What follows belongs to an exercise in optimizing a design on an open flow for small area, a short achievable clock period and few clock cycles per item; a production flow would make more cautious choices. Function was checked by simulation only, so behaviour that the tests miss may differ from the original. Power is estimated from default activity; no workload was simulated.

==> inputs of pepper <==
==> flow/design.v (excerpt) <==
module dpCore (
    input  logic   Clk,
    input  logic   reset,
    input  logic   inValid,
    output logic   inReady,
    input  logic [31:0] inInstr,
    output logic   outValid,
    input  logic   outReady,
    output logic [40:0] outResult
);
make LEC_CHECK=0 CAP_MARGIN=20 CORE_MARGIN=2 CORE_UTILIZATION=40 PLACE_DENSITY=0.6 SETUP_SLACK_MARGIN=3.4 SLEW_MARGIN=20 finish   # period 6.5 ns
run.sh (not shown) runs the stock make flow with config.mk's settings and CLKGATE_MAP_FILE= SYNTH_SCRIPT=/design/flow/synth_recipe.tcl, a recipe that flattens the netlist after the stock synthesis.
==> xenon: changes against pepper <==
--- a/flow/design.v
+++ b/flow/design.v
@@ -83,89 +83,87 @@
     end
     always_ff @(posedge Clk) begin
         if (inValid && inReady) data <= inData;  
     end
 endmodule
 `timescale 1ns/1ps
 module registerFile (
     input  logic           Clk,
-    input  logic           clear,
-    input  logic [3:0]     selALo,
-    input  logic [3:0]     selAHi,
-    input  logic [3:0]     selBLo,
-    input  logic [3:0]     selBHi,
+    input  logic           reset,
+    input  dpPkg::regAddrT rdAddrA,
+    input  dpPkg::regAddrT rdAddrB,
     output dpPkg::wordT    rdDataA,
     output dpPkg::wordT    rdDataB,
     input  logic           wrEn,
     input  dpPkg::regAddrT wrAddr,
     input  dpPkg::wordT    wrData
 );
     dpPkg::wordT regs [0:dpPkg::regCount-1];
-    logic [dpPkg::regCount-1:0] selA, selB, load;
-    dpPkg::wordT wd;
+    logic [dpPkg::regCount-1:0] valid;
+    logic [dpPkg::regCount-1:0] selA, selB;
     always_comb begin
         for (int i = 0; i < dpPkg::regCount; i++) begin
-            selA[i] = selALo[i % 4] && selAHi[i / 4];
-            selB[i] = selBLo[i % 4] && selBHi[i / 4];
+            selA[i] = (rdAddrA == i) && valid[i];
+            selB[i] = (rdAddrB == i) && valid[i];
         end
     end
     always_comb begin
         rdDataA = '0;
         rdDataB = '0;
         for (int i = 0; i < dpPkg::regCount; i++) begin
             rdDataA = rdDataA | (regs[i] & {dpPkg::dataWidth{selA[i]}});
             rdDataB = rdDataB | (regs[i] & {dpPkg::dataWidth{selB[i]}});
         end
     end
-    assign wd = clear ? '0 : wrData;
-    always_comb begin
-        for (int i = 0; i < dpPkg::regCount; i++) begin
-            load[i] = clear || (wrEn && wrAddr == i);
+    always_ff @(posedge Clk) begin
+        if (reset) begin
+            valid <= '0;
+        end else if (wrEn) begin
+            valid[wrAddr] <= 1'b1;
         end
     end
-    for (genvar i = 0; i < dpPkg::regCount; i++) begin : word
-        always_ff @(posedge Clk) begin
-            if (load[i]) regs[i] <= wd;
-        end
+    always_ff @(posedge Clk) begin
+        if (wrEn) regs[wrAddr] <= wrData;
     end
 endmodule
 `timescale 1ns/1ps
 module operandFetch (
-    input  dpPkg::aluOpT   op,
-    input  logic           setFlagsIn,
-    input  logic           immFlag,
-    input  dpPkg::regAddrT rn,
-    input  dpPkg::regAddrT rm,
-    input  logic [7:0]     immMasked,   
+    input  dpPkg::instrT   instr,
+    output dpPkg::regAddrT rdAddrA,
+    output dpPkg::regAddrT rdAddrB,
     input  dpPkg::wordT    rdDataA,
-    input  dpPkg::wordT    rdDataB,     
+    input  dpPkg::wordT    rdDataB,
     input  logic           execValid,
     input  dpPkg::regAddrT execRd,
     input  dpPkg::wordT    execCarry,
     input  dpPkg::wordT    execIf0,
     input  dpPkg::wordT    execIf1,
     output dpPkg::wordT    x,
     output dpPkg::wordT    y,
     output logic [1:0]     cinMode,    
     output logic           arith,
     output logic           selAnd,
     output logic           selXor,
     output logic           selOr,
     output logic           selY,
     output logic           setFlags,
     output logic           writes
 );
+    dpPkg::aluOpT op;
     logic isCompare;
     logic invA, invB;
     logic hitEA, hitEB;
     dpPkg::wordT bReg;
+    assign op        = instr.op;
     assign isCompare = (op[3:2] == 2'b10);
-    assign hitEA = execValid && (execRd == rn);
-    assign hitEB = execValid && (execRd == rm) && !immFlag;
+    assign rdAddrA = instr.rn;
+    assign rdAddrB = instr.imm8[3:0];
+    assign hitEA = execValid && (execRd == rdAddrA);
+    assign hitEB = execValid && (execRd == rdAddrB) && !instr.immFlag;
     always_comb begin
         invA = 1'b0;
         invB = 1'b0;
         arith = 1'b1;
         cinMode = 2'b00;
         selAnd = 1'b0;
         selXor = 1'b0;
         selOr  = 1'b0;
@@ -180,19 +178,19 @@
             dpPkg::opSbc:               begin invB = 1'b1; cinMode = 2'b10; end
             dpPkg::opRsc:               begin invA = 1'b1; cinMode = 2'b10; end
             dpPkg::opOrr:               begin arith = 1'b0; selOr = 1'b1; end
             dpPkg::opMov:               begin arith = 1'b0; selY = 1'b1; end
             dpPkg::opBic:               begin arith = 1'b0; selAnd = 1'b1; invB = 1'b1; end
             dpPkg::opMvn:               begin arith = 1'b0; selY = 1'b1; invB = 1'b1; end
         endcase
     end
-    assign setFlags = setFlagsIn || isCompare;
+    assign setFlags = instr.setFlags || isCompare;
     assign writes   = !isCompare;
-    assign bReg = rdDataB | {{(dpPkg::dataWidth-8){1'b0}}, immMasked};
+    assign bReg = instr.immFlag ? {{(dpPkg::dataWidth-8){1'b0}}, instr.imm8} : rdDataB;
     dpPkg::wordT xIf0, xIf1, yIf0, yIf1;
     assign xIf0 = (hitEA ? execIf0 : rdDataA) ^ {dpPkg::dataWidth{invA}};
     assign xIf1 = (hitEA ? execIf1 : rdDataA) ^ {dpPkg::dataWidth{invA}};
     assign yIf0 = (hitEB ? execIf0 : bReg)    ^ {dpPkg::dataWidth{invB}};
     assign yIf1 = (hitEB ? execIf1 : bReg)    ^ {dpPkg::dataWidth{invB}};
     for (genvar i = 0; i < dpPkg::dataWidth; i++) begin : pick
         assign x[i] = execCarry[i] ? xIf1[i] : xIf0[i];
         assign y[i] = execCarry[i] ? yIf1[i] : yIf0[i];
@@ -302,116 +300,93 @@
     input  logic   reset,
     input  logic   inValid,
     output logic   inReady,
     input  logic [31:0] inInstr,
     output logic   outValid,
     input  logic   outReady,
     output logic [40:0] outResult
 );
-    logic sFull, dFull, eFull, rFull;
-    logic accept, dLoad, dAdv, eAdv;
-    logic resetQ;
-    logic [21:0] sInstr;
-    logic [31:0] nextInstr;
-    dpPkg::aluOpT   dOp;
-    logic           dSet, dImm;
-    dpPkg::regAddrT dRn, dRm, dRd;
-    logic [7:0]     dImm8;
-    logic [3:0]     dSelALo, dSelAHi, dSelBLo, dSelBHi;
+    logic dFull, eFull, rFull;
+    logic accept, dAdv, eAdv;
+    dpPkg::instrT   dInstr;
     dpPkg::wordT    eX, eY;
     logic [1:0]     eCinMode;
     logic           eArith, eAnd, eXor, eOr, eSelY, eSet, eWrites;
     dpPkg::regAddrT eRd;
     dpPkg::regAddrT rRd;
     logic           rWrites;
     dpPkg::wordT    rVal;
     dpPkg::flagsT   rFlags;
+    dpPkg::regAddrT rdAddrA, rdAddrB;
     dpPkg::wordT    rdDataA, rdDataB;
     dpPkg::wordT    fX, fY;
     logic [1:0]     fCinMode;
     logic           fArith, fAnd, fXor, fOr, fSelY, fSet, fWrites;
     dpPkg::wordT    exValue, exCarry, exIf0, exIf1;
     dpPkg::flagsT   exFlags;
     assign eAdv     = eFull && (!rFull || outReady);
     assign dAdv     = dFull && (!eFull || !rFull || outReady);
-    assign dLoad    = !dFull || dAdv;
-    assign inReady  = !sFull;
+    assign inReady  = !dFull || !eFull || !rFull || outReady;
     assign accept   = inValid && inReady;
     assign outValid = rFull;
     assign outResult = {rRd, rWrites, rVal, rFlags};
     operandFetch fetch (
-        .op(dOp), .setFlagsIn(dSet), .immFlag(dImm), .rn(dRn), .rm(dRm),
-        .immMasked(dImm8), .rdDataA, .rdDataB,
+        .instr(dInstr), .rdAddrA, .rdAddrB, .rdDataA, .rdDataB,
         .execValid(eFull && eWrites), .execRd(eRd), .execCarry(exCarry), .execIf0(exIf0), .execIf1(exIf1),
         .x(fX), .y(fY), .cinMode(fCinMode), .arith(fArith),
         .selAnd(fAnd), .selXor(fXor), .selOr(fOr), .selY(fSelY),
         .setFlags(fSet), .writes(fWrites)
     );
     registerFile regFile (
-        .Clk, .clear(resetQ), .selALo(dSelALo), .selAHi(dSelAHi), .selBLo(dSelBLo),
-        .selBHi(dSelBHi), .rdDataA, .rdDataB,
-        .wrEn(eFull && eWrites), .wrAddr(eRd), .wrData(exValue)
+        .Clk, .reset, .rdAddrA, .rdAddrB, .rdDataA, .rdDataB,
+        .wrEn(eAdv && eWrites), .wrAddr(eRd), .wrData(exValue)
     );
     executeStage execute (
         .x(eX), .y(eY), .cinMode(eCinMode), .arith(eArith),
         .selAnd(eAnd), .selXor(eXor), .selOr(eOr), .selY(eSelY),
         .setFlags(eSet), .flagsIn(rFlags), .carry(exCarry), .resIf0(exIf0), .resIf1(exIf1),
         .value(exValue), .flagsOut(exFlags)
     );
-    always_ff @(posedge Clk) resetQ <= reset;
     always_ff @(posedge Clk) begin
         if (reset) begin
-            sFull   <= 1'b0;
             dFull   <= 1'b0;
             eFull   <= 1'b0;
             rFull   <= 1'b0;
         end else begin
-            sFull <= sFull ? !dLoad : (accept && !dLoad);
-            dFull <= (sFull || accept) || (dFull && !dAdv);
+            dFull <= accept || (dFull && !dAdv);
             eFull <= dAdv || (eFull && !eAdv);
             rFull <= eAdv || (rFull && !outReady);
         end
     end
     always_ff @(posedge Clk) begin
-        if (accept && !sFull) sInstr <= {inInstr[25:12], inInstr[7:0]};
-    end
-    assign nextInstr = sFull ? {6'd0, sInstr[21:8], 4'd0, sInstr[7:0]} : inInstr;
-    dpPkg::instrT instr;
-    assign instr = nextInstr;
-    always_ff @(posedge Clk) begin
-        if (dLoad) begin
-            dImm    <= instr.immFlag;
-            dOp     <= instr.op;
-            dSet    <= instr.setFlags;
-            dRn     <= instr.rn;
-            dRm     <= instr.imm8[3:0];
-            dRd     <= instr.rd;
-            dImm8   <= instr.immFlag ? instr.imm8 : 8'd0;
-            for (int i = 0; i < 4; i++) begin
-                dSelALo[i] <= (instr.rn[1:0] == i);
-                dSelAHi[i] <= (instr.rn[3:2] == i);
-                dSelBLo[i] <= (instr.imm8[1:0] == i) && !instr.immFlag;
-                dSelBHi[i] <= (instr.imm8[3:2] == i);
-            end
+        if (accept) begin
+            dInstr.immFlag  <= inInstr[25];
+            dInstr.op       <= dpPkg::aluOpT'(inInstr[24:21]);
+            dInstr.setFlags <= inInstr[20];
+            dInstr.rn       <= inInstr[19:16];
+            dInstr.rd       <= inInstr[15:12];
+            dInstr.imm8     <= inInstr[7:0];
         end
     end
+    assign dInstr.upper  = '0;
+    assign dInstr.rotate = '0;
     always_ff @(posedge Clk) begin
         if (dAdv) begin
             eX       <= fX;
             eY       <= fY;
             eCinMode <= fCinMode;
             eArith   <= fArith;
             eAnd     <= fAnd;
             eXor     <= fXor;
             eOr      <= fOr;
             eSelY    <= fSelY;
             eSet     <= fSet;
             eWrites  <= fWrites;
-            eRd      <= dRd;
+            eRd      <= dInstr.rd;
         end
     end
     always_ff @(posedge Clk) begin
         if (eAdv) begin
             rRd     <= eRd;
             rWrites <= eWrites;
             rVal    <= exValue;
         end
CTS_BUF_LIST = sky130_fd_sc_hd__clkbuf_16   (was default)
CTS_CLUSTER_DIAMETER = 60   (was default)
CTS_CLUSTER_SIZE = 25   (was default)
SETUP_SLACK_MARGIN = 3.2   (was 3.4)
==> summary.txt <==
* Initial DRC count at between 4,000 and 5,000
* Status: complete, no violations
* Met3 WL at ~17 mm
* Seq/total area at a little over half
* Wl on met1 at 44.2 mm
* Gate Count Post-Synth at ~2,500
* Setup Fix Bufs, Post-CTS at 27
* Worst r2r dst: eY[16]$_DFFE_PP_
* Final non-clock buffer share at under 10%
Source of the figures above: xenon

==> summary.txt <==
* Status: complete, no violations
* Minimum clock period at 3.33 ns
* Wl on met1 at around 44 mm
* Initial DRC count at roughly 4,400
* Met3 WL at about 17 mm
* Final non-clock buffer share at roughly 5.2%
* Gate Count Post-Synth at between 2,000 and 2,500
* Clock skew at ~0.031 ns
* Worst r2r dst: regFile.regs[1][31]$_DFFE_PP_
Source of the figures above: pepper

Testbench counts of pepper, summed over its fixed seeds: cycles 8,024, items 8,000.
Testbench counts of xenon, summed over its fixed seeds: cycles 8,024, items 8,000.


==> inputs of branch yarrow <==
==> flow/design.v <==
`timescale 1ns/1ps
package dpPkg;
    localparam int dataWidth    = 32;
    localparam int regCount     = 16;
    localparam int regAddrWidth = 4;
    typedef logic [regAddrWidth-1:0] regAddrT;
    typedef logic [dataWidth-1:0]    wordT;
    typedef enum logic [3:0] {
        opAnd = 4'd0,
        opEor = 4'd1,
        opSub = 4'd2,
        opRsb = 4'd3,
        opAdd = 4'd4,
        opAdc = 4'd5,
        opSbc = 4'd6,
        opRsc = 4'd7,
        opTst = 4'd8,
        opTeq = 4'd9,
        opCmp = 4'd10,
        opCmn = 4'd11,
        opOrr = 4'd12,
        opMov = 4'd13,
        opBic = 4'd14,
        opMvn = 4'd15
    } aluOpT;
    typedef struct packed {
        logic n;
        logic z;
        logic c;
        logic v;
    } flagsT;
    typedef struct packed {
        logic [5:0] upper;    
        logic       immFlag;
        aluOpT      op;
        logic       setFlags;
        regAddrT    rn;
        regAddrT    rd;
        logic [3:0] rotate;   
        logic [7:0] imm8;
    } instrT;
    typedef struct packed {
        aluOpT   op;
        logic    setFlags;
        logic    writes;
        regAddrT rd;
        wordT    a;
        wordT    b;
    } operandT;
    typedef struct packed {
        regAddrT rd;
        logic    writes;
        wordT    value;
        flagsT   flags;
    } resultT;
endpackage
`timescale 1ns/1ps
module pipeReg #(
    parameter int width = 1
) (
    input  logic    Clk,
    input  logic    reset,
    input  logic    inValid,
    output logic    inReady,
    input  logic [width-1:0] inData,
    output logic    outValid,
    input  logic    outReady,
    output logic [width-1:0] outData
);
    logic    full;
    logic [width-1:0] data;
    assign inReady  = !full || outReady;  
    assign outValid = full;
    assign outData  = data;
    always_ff @(posedge Clk) begin
        if (reset) begin
            full <= 1'b0;
        end else if (inValid && inReady) begin
            full <= 1'b1;
        end else if (outReady) begin
            full <= 1'b0;
        end
    end
    always_ff @(posedge Clk) begin
        if (inValid && inReady) data <= inData;  
    end
endmodule
`timescale 1ns/1ps
module registerFile (
    input  logic           Clk,
    input  logic           reset,
    input  dpPkg::regAddrT rdAddrA,
    input  dpPkg::regAddrT rdAddrB,
    output dpPkg::wordT    rdDataA,
    output dpPkg::wordT    rdDataB,
    input  logic           wrEn,
    input  dpPkg::regAddrT wrAddr,
    input  dpPkg::wordT    wrData
);
    dpPkg::wordT regs [0:dpPkg::regCount-1];
    logic [dpPkg::regCount-1:0] valid;
    logic [dpPkg::regCount-1:0] selA, selB;
    always_comb begin
        for (int i = 0; i < dpPkg::regCount; i++) begin
            selA[i] = (rdAddrA == i) && valid[i];
            selB[i] = (rdAddrB == i) && valid[i];
        end
    end
    always_comb begin
        rdDataA = '0;
        rdDataB = '0;
        for (int i = 0; i < dpPkg::regCount; i++) begin
            rdDataA = rdDataA | (regs[i] & {dpPkg::dataWidth{selA[i]}});
            rdDataB = rdDataB | (regs[i] & {dpPkg::dataWidth{selB[i]}});
        end
    end
    always_ff @(posedge Clk) begin
        if (reset) begin
            valid <= '0;
        end else if (wrEn) begin
            valid[wrAddr] <= 1'b1;
        end
    end
    always_ff @(posedge Clk) begin
        if (wrEn) regs[wrAddr] <= wrData;
    end
endmodule
`timescale 1ns/1ps
module operandFetch (
    input  dpPkg::instrT   instr,
    output dpPkg::regAddrT rdAddrA,
    output dpPkg::regAddrT rdAddrB,
    input  dpPkg::wordT    rdDataA,
    input  dpPkg::wordT    rdDataB,
    input  logic           execValid,
    input  dpPkg::regAddrT execRd,
    input  dpPkg::wordT    execCarry,
    input  dpPkg::wordT    execIf0,
    input  dpPkg::wordT    execIf1,
    output dpPkg::wordT    x,
    output dpPkg::wordT    y,
    output logic [1:0]     cinMode,    
    output logic           arith,
    output logic           selAnd,
    output logic           selXor,
    output logic           selOr,
    output logic           selY,
    output logic           setFlags,
    output logic           writes
);
    dpPkg::aluOpT op;
    logic isCompare;
    logic invA, invB;
    logic hitEA, hitEB;
    dpPkg::wordT bReg;
    assign op        = instr.op;
    assign isCompare = (op[3:2] == 2'b10);
    assign rdAddrA = instr.rn;
    assign rdAddrB = instr.imm8[3:0];
    assign hitEA = execValid && (execRd == rdAddrA);
    assign hitEB = execValid && (execRd == rdAddrB) && !instr.immFlag;
    always_comb begin
        invA = 1'b0;
        invB = 1'b0;
        arith = 1'b1;
        cinMode = 2'b00;
        selAnd = 1'b0;
        selXor = 1'b0;
        selOr  = 1'b0;
        selY   = 1'b0;
        case (op)
            dpPkg::opAnd, dpPkg::opTst: begin arith = 1'b0; selAnd = 1'b1; end
            dpPkg::opEor, dpPkg::opTeq: begin arith = 1'b0; selXor = 1'b1; end
            dpPkg::opSub, dpPkg::opCmp: begin invB = 1'b1; cinMode = 2'b01; end
            dpPkg::opRsb:               begin invA = 1'b1; cinMode = 2'b01; end
            dpPkg::opAdd, dpPkg::opCmn: cinMode = 2'b00;
            dpPkg::opAdc:               cinMode = 2'b10;
            dpPkg::opSbc:               begin invB = 1'b1; cinMode = 2'b10; end
            dpPkg::opRsc:               begin invA = 1'b1; cinMode = 2'b10; end
            dpPkg::opOrr:               begin arith = 1'b0; selOr = 1'b1; end
            dpPkg::opMov:               begin arith = 1'b0; selY = 1'b1; end
            dpPkg::opBic:               begin arith = 1'b0; selAnd = 1'b1; invB = 1'b1; end
            dpPkg::opMvn:               begin arith = 1'b0; selY = 1'b1; invB = 1'b1; end
        endcase
    end
    assign setFlags = instr.setFlags || isCompare;
    assign writes   = !isCompare;
    assign bReg = instr.immFlag ? {{(dpPkg::dataWidth-8){1'b0}}, instr.imm8} : rdDataB;
    dpPkg::wordT xIf0, xIf1, yIf0, yIf1;
    assign xIf0 = (hitEA ? execIf0 : rdDataA) ^ {dpPkg::dataWidth{invA}};
    assign xIf1 = (hitEA ? execIf1 : rdDataA) ^ {dpPkg::dataWidth{invA}};
    assign yIf0 = (hitEB ? execIf0 : bReg)    ^ {dpPkg::dataWidth{invB}};
    assign yIf1 = (hitEB ? execIf1 : bReg)    ^ {dpPkg::dataWidth{invB}};
    for (genvar i = 0; i < dpPkg::dataWidth; i++) begin : pick
        assign x[i] = execCarry[i] ? xIf1[i] : xIf0[i];
        assign y[i] = execCarry[i] ? yIf1[i] : yIf0[i];
    end
endmodule
`timescale 1ns/1ps
module aluCore (
    input  dpPkg::wordT  x,
    input  dpPkg::wordT  y,
    input  logic         cin,
    input  logic         arith,
    input  logic         selAnd,
    input  logic         selXor,
    input  logic         selOr,
    input  logic         selY,
    output dpPkg::wordT  carry,      
    output dpPkg::wordT  resIf0,     
    output dpPkg::wordT  resIf1,     
    output logic         zNoCarry,   
    output logic         c,
    output logic         v
);
    localparam int W = dpPkg::dataWidth;
    dpPkg::wordT p, g, t;
    dpPkg::wordT gl [0:5];
    dpPkg::wordT pl [0:5];
    logic [W:0]  cy;
    dpPkg::wordT logicRes;
    dpPkg::wordT zeroCarry;
    logic        zArith;
    assign p = x ^ y;
    assign g = x & y;
    assign t = x | y;
    assign gl[0] = g;
    assign pl[0] = t;
    for (genvar l = 0; l < 5; l++) begin : level
        for (genvar i = 0; i < W; i++) begin : bitpos
            if (i >= (1 << l)) begin : merge
                assign gl[l+1][i] = gl[l][i] | (pl[l][i] & gl[l][i - (1 << l)]);
                assign pl[l+1][i] = pl[l][i] & pl[l][i - (1 << l)];
            end else begin : pass
                assign gl[l+1][i] = gl[l][i];
                assign pl[l+1][i] = pl[l][i];
            end
        end
    end
    assign cy[0] = cin;
    for (genvar i = 0; i < W; i++) begin : carries
        assign cy[i+1] = gl[5][i] | (pl[5][i] & cin);
    end
    assign carry = cy[W-1:0];
    assign logicRes = (g & {W{selAnd}}) |
                      (p & {W{selXor}}) |
                      (t & {W{selOr}})  |
                      (y & {W{selY}});
    assign resIf0 = arith ? p  : logicRes;
    assign resIf1 = arith ? ~p : logicRes;
    assign zeroCarry = {t[W-2:0], cin};
    assign zArith    = ((p ^ zeroCarry) == '0);
    assign zNoCarry = arith ? zArith : (logicRes == '0);
    assign c = cy[W];
    assign v = cy[W] ^ cy[W-1];  
endmodule
`timescale 1ns/1ps
module executeStage (
    input  dpPkg::wordT  x,
    input  dpPkg::wordT  y,
    input  logic [1:0]   cinMode,
    input  logic         arith,
    input  logic         selAnd,
    input  logic         selXor,
    input  logic         selOr,
    input  logic         selY,
    input  logic         setFlags,
    input  dpPkg::flagsT flagsIn,
    output dpPkg::wordT  carry,
    output dpPkg::wordT  resIf0,
    output dpPkg::wordT  resIf1,
    output dpPkg::wordT  value,
    output dpPkg::flagsT flagsOut
);
    logic cin;
    logic z, c, v;
    assign cin = cinMode[1] ? flagsIn.c : cinMode[0];
    aluCore alu (
        .x, .y, .cin, .arith, .selAnd, .selXor, .selOr, .selY,
        .carry, .resIf0, .resIf1, .zNoCarry(z), .c, .v
    );
    for (genvar i = 0; i < dpPkg::dataWidth; i++) begin : pick
        assign value[i] = carry[i] ? resIf1[i] : resIf0[i];
    end
    always_comb begin
        flagsOut = flagsIn;
        if (setFlags) begin
            flagsOut.n = value[dpPkg::dataWidth-1];
            flagsOut.z = z;
            if (arith) begin
                flagsOut.c = c;
                flagsOut.v = v;
            end
        end
    end
endmodule
`timescale 1ns/1ps
module dpCore (
    input  logic   Clk,
    input  logic   reset,
    input  logic   inValid,
    output logic   inReady,
    input  logic [31:0] inInstr,
    output logic   outValid,
    input  logic   outReady,
    output logic [40:0] outResult
);
    logic dFull, eFull, rFull;
    logic accept, dAdv, eAdv;
    dpPkg::instrT   dInstr;
    dpPkg::wordT    eX, eY;
    logic [1:0]     eCinMode;
    logic           eArith, eAnd, eXor, eOr, eSelY, eSet, eWrites;
    dpPkg::regAddrT eRd;
    dpPkg::regAddrT rRd;
    logic           rWrites;
    dpPkg::wordT    rVal;
    dpPkg::flagsT   rFlags;
    dpPkg::regAddrT rdAddrA, rdAddrB;
    dpPkg::wordT    rdDataA, rdDataB;
    dpPkg::wordT    fX, fY;
    logic [1:0]     fCinMode;
    logic           fArith, fAnd, fXor, fOr, fSelY, fSet, fWrites;
    dpPkg::wordT    exValue, exCarry, exIf0, exIf1;
    dpPkg::flagsT   exFlags;
    assign eAdv     = eFull && (!rFull || outReady);
    assign dAdv     = dFull && (!eFull || !rFull || outReady);
    assign inReady  = !dFull || !eFull || !rFull || outReady;
    assign accept   = inValid && inReady;
    assign outValid = rFull;
    assign outResult = {rRd, rWrites, rVal, rFlags};
    operandFetch fetch (
        .instr(dInstr), .rdAddrA, .rdAddrB, .rdDataA, .rdDataB,
        .execValid(eFull && eWrites), .execRd(eRd), .execCarry(exCarry), .execIf0(exIf0), .execIf1(exIf1),
        .x(fX), .y(fY), .cinMode(fCinMode), .arith(fArith),
        .selAnd(fAnd), .selXor(fXor), .selOr(fOr), .selY(fSelY),
        .setFlags(fSet), .writes(fWrites)
    );
    registerFile regFile (
        .Clk, .reset, .rdAddrA, .rdAddrB, .rdDataA, .rdDataB,
        .wrEn(eAdv && eWrites), .wrAddr(eRd), .wrData(exValue)
    );
    executeStage execute (
        .x(eX), .y(eY), .cinMode(eCinMode), .arith(eArith),
        .selAnd(eAnd), .selXor(eXor), .selOr(eOr), .selY(eSelY),
        .setFlags(eSet), .flagsIn(rFlags), .carry(exCarry), .resIf0(exIf0), .resIf1(exIf1),
        .value(exValue), .flagsOut(exFlags)
    );
    always_ff @(posedge Clk) begin
        if (reset) begin
            dFull   <= 1'b0;
            eFull   <= 1'b0;
            rFull   <= 1'b0;
        end else begin
            dFull <= accept || (dFull && !dAdv);
            eFull <= dAdv || (eFull && !eAdv);
            rFull <= eAdv || (rFull && !outReady);
        end
    end
    always_ff @(posedge Clk) begin
        if (accept) begin
            dInstr.immFlag  <= inInstr[25];
            dInstr.op       <= dpPkg::aluOpT'(inInstr[24:21]);
            dInstr.setFlags <= inInstr[20];
            dInstr.rn       <= inInstr[19:16];
            dInstr.rd       <= inInstr[15:12];
            dInstr.imm8     <= inInstr[7:0];
        end
    end
    assign dInstr.upper  = '0;
    assign dInstr.rotate = '0;
    always_ff @(posedge Clk) begin
        if (dAdv) begin
            eX       <= fX;
            eY       <= fY;
            eCinMode <= fCinMode;
            eArith   <= fArith;
            eAnd     <= fAnd;
            eXor     <= fXor;
            eOr      <= fOr;
            eSelY    <= fSelY;
            eSet     <= fSet;
            eWrites  <= fWrites;
            eRd      <= dInstr.rd;
        end
    end
    always_ff @(posedge Clk) begin
        if (eAdv) begin
            rRd     <= eRd;
            rWrites <= eWrites;
            rVal    <= exValue;
        end
    end
    always_ff @(posedge Clk) begin
        if (reset) begin
            rFlags <= '0;
        end else if (eAdv) begin
            rFlags <= exFlags;
        end
    end
endmodule
==> flow/run.sh <==
#!/bin/bash
# synth_recipe.tcl (not shown) runs the flow's synth.tcl, then flattens the netlist and writes it again
# the make line also repeats each setting of config.mk as NAME=value (left out here)
make -C /OpenROAD-flow-scripts/flow DESIGN_CONFIG=/design/flow/config.mk WORK_HOME=/design/flow/orfs CLKGATE_MAP_FILE= SYNTH_SCRIPT=/design/flow/synth_recipe.tcl finish
==> flow/config.mk <==
export PLATFORM = sky130hd
export DESIGN_NAME = dpCore
export DESIGN_NICKNAME = dpCore
export VERILOG_FILES = /design/flow/design.v
export SDC_FILE = /design/flow/constraint.sdc
export NUM_CORES = 4
export LEC_CHECK = 0
export CAP_MARGIN = 20
export CORE_MARGIN = 2
export CORE_UTILIZATION = 40
export CTS_BUF_LIST = sky130_fd_sc_hd__clkbuf_16
export CTS_CLUSTER_DIAMETER = 60
export CTS_CLUSTER_SIZE = 25
export PLACE_DENSITY = 0.6
export SETUP_SLACK_MARGIN = 3.3
export SLEW_MARGIN = 20
==> flow/constraint.sdc <==
create_clock -name core_clock -period 6.5 [get_ports {Clk}]
set_input_delay 1.3000 -clock core_clock [delete_from_list [all_inputs] [get_ports {Clk}]]
set_output_delay 1.3000 -clock core_clock [all_outputs]
set_load 0.01 [all_outputs]
==> branch umber (differences from branch yarrow) <==
--- a/flow/design.v
+++ b/flow/design.v
@@ -227,3 +227,3 @@
     assign gl[0] = g;
-    assign pl[0] = t;
+    assign pl[0] = p;
     for (genvar l = 0; l < 5; l++) begin : level
Settings changed: SETUP_SLACK_MARGIN 3.3 to 3.4.
==> summary.txt <==
Net count after synthesis: branch umber 2608; branch yarrow 2591
Slowest CP cell: branch umber nor2_4; branch yarrow or4_4
Multi-input gates: branch umber 1532; branch yarrow 1526
Simple-gate area share of the yosys netlist: branch umber 7.63%; branch yarrow 7.84%
Status: branch umber no timing/DRC/antenna violations; branch yarrow no timing/DRC/antenna violations
Comb power: branch umber 0.00108 W; branch yarrow 0.000964 W
Element type at the critical path start: branch umber primary input; branch yarrow register
Multi-input gate share of the layout cell area: branch umber 32.4%; branch yarrow 31.5%
Switching part of the total power: branch umber 26.2%; branch yarrow 26.4%
Non-Clock Buffer Count: branch umber 231; branch yarrow 198
Non-filler cells in the finished layout: branch umber 3678; branch yarrow 3643
Power share of the combinational group: branch umber 11.3%; branch yarrow 10.1%
Post-route core utilization: branch umber 47.9%; branch yarrow 47.0%
First-pass GRT wire length: branch umber 173000 um; branch yarrow 166000 um
Clock group share of total power: branch umber 35.8%; branch yarrow 36.6%
Diode insertion count for antenna repair: branch umber 2; branch yarrow 0
Total die area: branch umber 82400 um2; branch yarrow 81900 um2
Global-route track usage on met2: branch umber 44.1%; branch yarrow 43.0%
Sequential share of the synthesized area: branch umber 62.7%; branch yarrow 63.1%
Pwr Total: branch umber 0.00955 W; branch yarrow 0.00950 W
Testbench counts of branch yarrow, summed over its fixed seeds: cycles 8,024, items 8,000.
Testbench counts of branch umber, summed over its fixed seeds: cycles 8,024, items 8,000.

==> port drivers added, routing unchanged <==
In the flow no input, the clock included, has a driving cell. The finished layouts below were timed again as built, in two steps. Step 1 sets driving cells, clkbuf_16 on the clock port and buf_2 on the other inputs (assumed; they add their load-dependent delay and slew). Step 2 also shifts input and output timing later by t, the mid clock arrival at the registers, as if the neighbouring blocks saw the same clock. Slacks: no drivers / after step 1 / after step 2; pairs: no drivers / after step 1.
run	t, ns	slack for setup (ns)	clock arrival spread, ns	worst slew at a driven data input, ns	pins driven straight from the clock port
pepper	0.690	3.173 / 3.173 / 2.968	0.031 / 0.031	0.05	1
xenon	0.694	3.163 / 3.163 / 2.645	0.030 / 0.030	0.06	1
branch yarrow	0.711	3.325 / 3.325 / 2.700	0.052 / 0.052	0.05	1
branch umber	0.688	3.252 / 3.288 / 2.600	0.037 / 0.038	0.04	1
After both steps setup and hold are still met in every run listed. For branch umber, which loses most, drivers alone change the setup slack by +0.036 ns; drivers and shift together by -0.652 ns.
